What follows belongs to an exercise in optimizing a design on an open flow for small area and a short achievable clock period; a production flow would make more cautious choices. The RTL was checked by simulation tests, not by an equivalence proof against the original design.

==> exp/xenon <==
==> flow/design.v <==
package mmu_pkg;
  typedef logic [31:0] word_t;        
  typedef logic [6:0]  lin_index_t;   
  typedef logic [3:0]  spec_index_t;  
  typedef logic [8:0]  vga_x_t;       
  typedef logic [7:0]  vga_y_t;       
  typedef logic [23:0] color_t;       
  localparam word_t LINEAR_BASE = 32'd16;
  localparam int unsigned LINEAR_WORDS = 128;
  localparam int unsigned SPECIAL_COUNT = 15;
  localparam logic [14:0] VGA_PAGE = 15'd1;
endpackage
`timescale 1ns/100ps
module mmu_top (
  input  logic   clk,
  input  logic   reset,
  input  mmu_pkg::word_t  instr_addr,
  input  mmu_pkg::word_t  data_addr,
  input  mmu_pkg::word_t  data_in,
  input  logic   rd,
  input  logic   wd,
  output mmu_pkg::word_t  instr,
  output mmu_pkg::word_t  data,
  output logic   data_valid,
  output logic   instr_segv,
  output logic   data_segv,
  output mmu_pkg::vga_x_t vga_x,
  output mmu_pkg::vga_y_t vga_y,
  output mmu_pkg::color_t vga_color,
  output logic   vga_plot
);
  logic instr_boot, instr_linear;
  logic data_special, data_linear, data_vga;
  logic [6:0] irow;
  assign instr_boot   = (instr_addr == 32'd0);
  assign instr_linear = (instr_addr[31:8] == 24'd0) &&
                        (instr_addr[7:4] != 4'd0) &&
                        !(instr_addr[7] && (instr_addr[6:4] != 3'd0));
  assign data_special = (data_addr[31:4] == 28'd0) && (data_addr[3:0] != 4'd0);
  assign data_linear  = (data_addr[31:8] == 24'd0) &&
                        (data_addr[7:4] != 4'd0) &&
                        !(data_addr[7] && (data_addr[6:4] != 3'd0));
  assign data_vga     = (data_addr[31:17] == 15'd1);
  assign irow         = {instr_addr[6:5], instr_addr[4] | instr_boot, instr_addr[3:0]};
  logic       instr_fault_q;
  logic       data_segv_q;
  logic       vga_plot_q;
  logic       spec_wr_q;
  logic       rd_go_q;
  logic       rd_spec_q;
  logic [8:0] addr_q;         
  logic [7:0] vga_y_q;
  logic [31:0] wdata_q;       
  logic [23:0] color_q;       
  logic [15:0] dlo_q;         
  logic [7:0]  rhi_q;         
  logic [7:0]  whi_q;         
  logic [15:0] rlo_q;         
  logic [15:0] ilo_q;         
  logic [15:0] jlo_q;         
  logic [7:0]  ihi_q;         
  always_ff @(posedge clk) begin
    if (reset) begin
      instr_fault_q <= 1'b0;
      data_segv_q   <= 1'b0;
      vga_plot_q    <= 1'b0;
      spec_wr_q     <= 1'b0;
      rd_go_q       <= 1'b0;
      rd_spec_q     <= 1'b0;
    end else begin
      instr_fault_q <= !(instr_boot || instr_linear);
      data_segv_q   <= (rd || wd) && !(data_special || data_linear || (data_vga && wd));
      vga_plot_q    <= wd && data_vga;
      spec_wr_q     <= wd && data_special;
      rd_go_q       <= rd;
      rd_spec_q     <= rd && data_special;
    end
  end
  always_ff @(posedge clk) begin
    addr_q  <= data_addr[8:0];
    vga_y_q <= data_addr[16:9];
    wdata_q <= data_in & {32{wd}};
    color_q <= data_in[23:0];
    for (int l = 0; l < 16; l++) begin
      dlo_q[l] <= (data_addr[3:0] == l[3:0]);
      rlo_q[l] <= rd && (data_addr[3:0] == l[3:0]);
      ilo_q[l] <= (irow[3:0] == l[3:0]);
      jlo_q[l] <= (reset || instr_boot || instr_linear) && (irow[3:0] == l[3:0]);
    end
    for (int h = 0; h < 8; h++) begin
      rhi_q[h] <= !reset && rd && data_linear && (data_addr[6:4] == h[2:0]);
      whi_q[h] <= !reset && wd && data_linear && (data_addr[6:4] == h[2:0]);
      ihi_q[h] <= (reset || instr_boot || instr_linear) && (irow[6:4] == h[2:0]);
    end
  end
  assign instr_segv = instr_fault_q;
  assign data_segv  = data_segv_q;
  assign vga_plot   = vga_plot_q;
  assign vga_x      = addr_q;
  assign vga_y      = vga_y_q;
  assign vga_color  = color_q;
  logic [31:0] mem [128];
  logic [31:0] spec [1:15];
  always_ff @(posedge clk) begin
    for (int w = 0; w < 128; w++)
      if (whi_q[w / 16] && dlo_q[w % 16]) mem[w] <= wdata_q;
  end
  logic [31:0] spec_d;
  assign spec_d = wdata_q & {32{!reset}};
  always_ff @(posedge clk) begin
    for (int s = 1; s < 16; s++)
      if (reset || (spec_wr_q && dlo_q[s])) spec[s] <= spec_d;
  end
  logic [31:0] lin_rd, ins_rd, spec_rd;
  logic [31:0] lin_grp, ins_grp;
  always_comb begin
    lin_rd  = '0;
    ins_rd  = '0;
    for (int h = 0; h < 8; h++) begin
      lin_grp = '0;
      ins_grp = '0;
      for (int l = 0; l < 16; l++) begin
        lin_grp = lin_grp | ({{16{dlo_q[l]}}, {16{rlo_q[l]}}} & mem[16 * h + l]);
        ins_grp = ins_grp | ({{16{jlo_q[l]}}, {16{ilo_q[l]}}} & mem[16 * h + l]);
      end
      lin_rd = lin_rd | ({32{rhi_q[h]}} & lin_grp);
      ins_rd = ins_rd | ({32{ihi_q[h]}} & ins_grp);
    end
    spec_rd = '0;
    for (int s = 1; s < 16; s++)
      spec_rd = spec_rd | ({32{dlo_q[s]}} & spec[s]);
  end
  logic [31:0] instr_q, data_q;
  logic        data_valid_q;
  always_ff @(posedge clk) begin
    instr_q <= ins_rd & {32{!reset}};
  end
  always_ff @(posedge clk) begin
    if (reset) begin
      data_q       <= 32'd0;
      data_valid_q <= 1'b0;
    end else begin
      data_valid_q <= rd_go_q;
      if (rd_go_q)
        data_q <= lin_rd | ({32{rd_spec_q}} & spec_rd);
    end
  end
  assign instr      = instr_q;
  assign data       = data_q;
  assign data_valid = data_valid_q;
endmodule
==> flow/run.sh <==
#!/bin/bash
# synth_recipe.tcl (not shown) runs the flow's synth.tcl, then flattens the netlist and writes it again
# the make line also repeats each setting of config.mk as NAME=value (left out here)
make -C /OpenROAD-flow-scripts/flow DESIGN_CONFIG=/design/flow/config.mk WORK_HOME=/design/flow/orfs CLKGATE_MAP_FILE= SYNTH_SCRIPT=/design/flow/synth_recipe.tcl finish
==> flow/config.mk <==
export PLATFORM = sky130hd
export DESIGN_NAME = mmu_top
export DESIGN_NICKNAME = mmu_top
export VERILOG_FILES = /design/flow/design.v
export SDC_FILE = /design/flow/constraint.sdc
export NUM_CORES = 4
export LEC_CHECK = 0
export CAP_MARGIN = 40
export CORE_MARGIN = 2
export CORE_UTILIZATION = 55
export CTS_CLUSTER_DIAMETER = 100
export CTS_CLUSTER_SIZE = 24
export PLACE_DENSITY = 0.62
export SETUP_SLACK_MARGIN = 2.4
export SLEW_MARGIN = 45
==> flow/constraint.sdc <==
create_clock -name core_clock -period 5.3 [get_ports {clk}]
set_input_delay 1.0600 -clock core_clock [delete_from_list [all_inputs] [get_ports {clk}]]
set_output_delay 1.0600 -clock core_clock [all_outputs]
set_load 0.01 [all_outputs]
==> exp/delta (differences from exp/xenon) <==
--- a/flow/design.v
+++ b/flow/design.v
@@ -52,11 +52,8 @@
   logic [7:0] vga_y_q;
   logic [31:0] wdata_q;       
-  logic [23:0] color_q;       
   logic [15:0] dlo_q;         
   logic [7:0]  rhi_q;         
   logic [7:0]  whi_q;         
-  logic [15:0] rlo_q;         
   logic [15:0] ilo_q;         
-  logic [15:0] jlo_q;         
   logic [7:0]  ihi_q;         
   always_ff @(posedge clk) begin
@@ -80,11 +77,8 @@
     addr_q  <= data_addr[8:0];
     vga_y_q <= data_addr[16:9];
-    wdata_q <= data_in & {32{wd}};
-    color_q <= data_in[23:0];
+    wdata_q <= data_in;
     for (int l = 0; l < 16; l++) begin
       dlo_q[l] <= (data_addr[3:0] == l[3:0]);
-      rlo_q[l] <= rd && (data_addr[3:0] == l[3:0]);
       ilo_q[l] <= (irow[3:0] == l[3:0]);
-      jlo_q[l] <= (reset || instr_boot || instr_linear) && (irow[3:0] == l[3:0]);
     end
     for (int h = 0; h < 8; h++) begin
@@ -99,5 +93,5 @@
   assign vga_x      = addr_q;
   assign vga_y      = vga_y_q;
-  assign vga_color  = color_q;
+  assign vga_color  = wdata_q[23:0];
   logic [31:0] mem [128];
   logic [31:0] spec [1:15];
@@ -121,6 +115,6 @@
       ins_grp = '0;
       for (int l = 0; l < 16; l++) begin
-        lin_grp = lin_grp | ({{16{dlo_q[l]}}, {16{rlo_q[l]}}} & mem[16 * h + l]);
-        ins_grp = ins_grp | ({{16{jlo_q[l]}}, {16{ilo_q[l]}}} & mem[16 * h + l]);
+        lin_grp = lin_grp | ({32{dlo_q[l]}} & mem[16 * h + l]);
+        ins_grp = ins_grp | ({32{ilo_q[l]}} & mem[16 * h + l]);
       end
       lin_rd = lin_rd | ({32{rhi_q[h]}} & lin_grp);
CTS_CLUSTER_DIAMETER = default   (was 100)
CTS_CLUSTER_SIZE = default   (was 24)
SETUP_SLACK_MARGIN = default   (was 2.4)
==> exp/lagoon (differences from exp/xenon) <==
--- a/flow/design.v
+++ b/flow/design.v
@@ -53,11 +53,9 @@
   logic [31:0] wdata_q;       
   logic [23:0] color_q;       
-  logic [15:0] dlo_q;         
-  logic [7:0]  rhi_q;         
-  logic [7:0]  whi_q;         
-  logic [15:0] rlo_q;         
-  logic [15:0] ilo_q;         
-  logic [15:0] jlo_q;         
-  logic [7:0]  ihi_q;         
+  logic        lin_wr_q;
+  logic        rd_lin_q;
+  logic [127:0] dsel_q;       
+  logic [127:0] isel_q;       
+  logic [15:1]  ssel_q;       
   always_ff @(posedge clk) begin
     if (reset) begin
@@ -68,4 +66,6 @@
       rd_go_q       <= 1'b0;
       rd_spec_q     <= 1'b0;
+      lin_wr_q      <= 1'b0;
+      rd_lin_q      <= 1'b0;
     end else begin
       instr_fault_q <= !(instr_boot || instr_linear);
@@ -75,4 +75,6 @@
       rd_go_q       <= rd;
       rd_spec_q     <= rd && data_special;
+      lin_wr_q      <= wd && data_linear;
+      rd_lin_q      <= rd && data_linear;
     end
   end
@@ -82,15 +84,10 @@
     wdata_q <= data_in & {32{wd}};
     color_q <= data_in[23:0];
-    for (int l = 0; l < 16; l++) begin
-      dlo_q[l] <= (data_addr[3:0] == l[3:0]);
-      rlo_q[l] <= rd && (data_addr[3:0] == l[3:0]);
-      ilo_q[l] <= (irow[3:0] == l[3:0]);
-      jlo_q[l] <= (reset || instr_boot || instr_linear) && (irow[3:0] == l[3:0]);
+    for (int w = 0; w < 128; w++) begin
+      dsel_q[w] <= (data_addr[6:0] == w[6:0]);
+      isel_q[w] <= (reset || instr_boot || instr_linear) && (irow == w[6:0]);
     end
-    for (int h = 0; h < 8; h++) begin
-      rhi_q[h] <= !reset && rd && data_linear && (data_addr[6:4] == h[2:0]);
-      whi_q[h] <= !reset && wd && data_linear && (data_addr[6:4] == h[2:0]);
-      ihi_q[h] <= (reset || instr_boot || instr_linear) && (irow[6:4] == h[2:0]);
-    end
+    for (int s = 1; s < 16; s++)
+      ssel_q[s] <= (data_addr[3:0] == s[3:0]);
   end
   assign instr_segv = instr_fault_q;
@@ -104,5 +101,5 @@
   always_ff @(posedge clk) begin
     for (int w = 0; w < 128; w++)
-      if (whi_q[w / 16] && dlo_q[w % 16]) mem[w] <= wdata_q;
+      if (lin_wr_q && dsel_q[w]) mem[w] <= wdata_q;
   end
   logic [31:0] spec_d;
@@ -110,24 +107,17 @@
   always_ff @(posedge clk) begin
     for (int s = 1; s < 16; s++)
-      if (reset || (spec_wr_q && dlo_q[s])) spec[s] <= spec_d;
+      if (reset || (spec_wr_q && ssel_q[s])) spec[s] <= spec_d;
   end
   logic [31:0] lin_rd, ins_rd, spec_rd;
-  logic [31:0] lin_grp, ins_grp;
   always_comb begin
     lin_rd  = '0;
     ins_rd  = '0;
-    for (int h = 0; h < 8; h++) begin
-      lin_grp = '0;
-      ins_grp = '0;
-      for (int l = 0; l < 16; l++) begin
-        lin_grp = lin_grp | ({{16{dlo_q[l]}}, {16{rlo_q[l]}}} & mem[16 * h + l]);
-        ins_grp = ins_grp | ({{16{jlo_q[l]}}, {16{ilo_q[l]}}} & mem[16 * h + l]);
-      end
-      lin_rd = lin_rd | ({32{rhi_q[h]}} & lin_grp);
-      ins_rd = ins_rd | ({32{ihi_q[h]}} & ins_grp);
+    for (int w = 0; w < 128; w++) begin
+      lin_rd = lin_rd | ({32{dsel_q[w]}} & mem[w]);
+      ins_rd = ins_rd | ({32{isel_q[w]}} & mem[w]);
     end
     spec_rd = '0;
     for (int s = 1; s < 16; s++)
-      spec_rd = spec_rd | ({32{dlo_q[s]}} & spec[s]);
+      spec_rd = spec_rd | ({32{ssel_q[s]}} & spec[s]);
   end
   logic [31:0] instr_q, data_q;
@@ -143,5 +133,5 @@
       data_valid_q <= rd_go_q;
       if (rd_go_q)
-        data_q <= lin_rd | ({32{rd_spec_q}} & spec_rd);
+        data_q <= ({32{rd_lin_q}} & lin_rd) | ({32{rd_spec_q}} & spec_rd);
     end
   end
CTS_CLUSTER_DIAMETER = default   (was 100)
CTS_CLUSTER_SIZE = default   (was 24)
==> run summary <==
Result of the run: exp/xenon complete, no violations; exp/lagoon did not finish; exp/delta complete, no violations
Stage where the flow stopped: exp/xenon -; exp/lagoon 5_1_grt; exp/delta -
Wire length on met3: exp/xenon 144000 um; exp/lagoon -; exp/delta 173000 um
Total placed instance area: exp/xenon 0.203 sq mm; exp/lagoon 0.213 sq mm; exp/delta 0.204 sq mm
Wire length on met1: exp/xenon 271000 um; exp/lagoon -; exp/delta 289000 um
Class of the tightest hold or removal check: exp/xenon input pin to flip-flop; exp/lagoon -; exp/delta input pin to flip-flop
Overall routed net length: exp/xenon 861000 um; exp/lagoon -; exp/delta 930000 um
Worst R2R End: exp/xenon data_q[5]; exp/lagoon -; exp/delta data_q[31]
Post-synth net total: exp/xenon 11700; exp/lagoon 12200; exp/delta 11600
Endpoint of the worst hold path: exp/xenon color_q[13]; exp/lagoon -; exp/delta wdata_q[17]
Share of the synthesized area in compound gates (AO/OA/AOI/OAI): exp/xenon 21.0%; exp/lagoon 18.6%; exp/delta 21.0%
Register-to-register path setup slack: exp/xenon 2.23 ns; exp/lagoon -; exp/delta 1.37 ns
Share of the yosys chip area belonging to registers: exp/xenon 73.7%; exp/lagoon 74.6%; exp/delta 73.3%
Total number of sequential cells: exp/xenon 4808; exp/lagoon -; exp/delta 4752
Endpoints failing setup: exp/xenon 0; exp/lagoon -; exp/delta 0
Post-CTS setup repair buffer count: exp/xenon 8; exp/lagoon 3; exp/delta 0
WP depth: exp/xenon 6; exp/lagoon -; exp/delta 10

what the ideal ports hide:
The results above use ideal ports. As a check the final layouts listed here were re-extracted and re-timed, cells and wires unchanged.
Step 1: set_driving_cell puts a clkbuf_16 on clk and a buf_2 on each other input, an assumption about the parent block.
Step 2 adds t to the input delays and takes it off the output delays; t is the mean of the earliest and latest rising clock arrival at the registers after step 1. Input paths then give back, and output paths get back, about the clock's delay inside the block.
a / b / c = ideal ports / drivers / drivers and shift; a / b = the first two.
run	t (ns)	setup slack, ns	worst setup path at the end	latest minus earliest clock arrival (ns)	worst slew at a driven data input, ns
exp/xenon	1.155	2.228 / 2.228 / 1.535	input to register	0.055 / 0.054	0.29
exp/delta	1.176	1.369 / 1.345 / 1.369	register to register	0.078 / 0.077	0.54
After both steps setup and hold are still met in every run listed. For exp/xenon, which loses most, drivers alone change the setup slack by 0.000 ns; drivers and shift together by -0.693 ns.
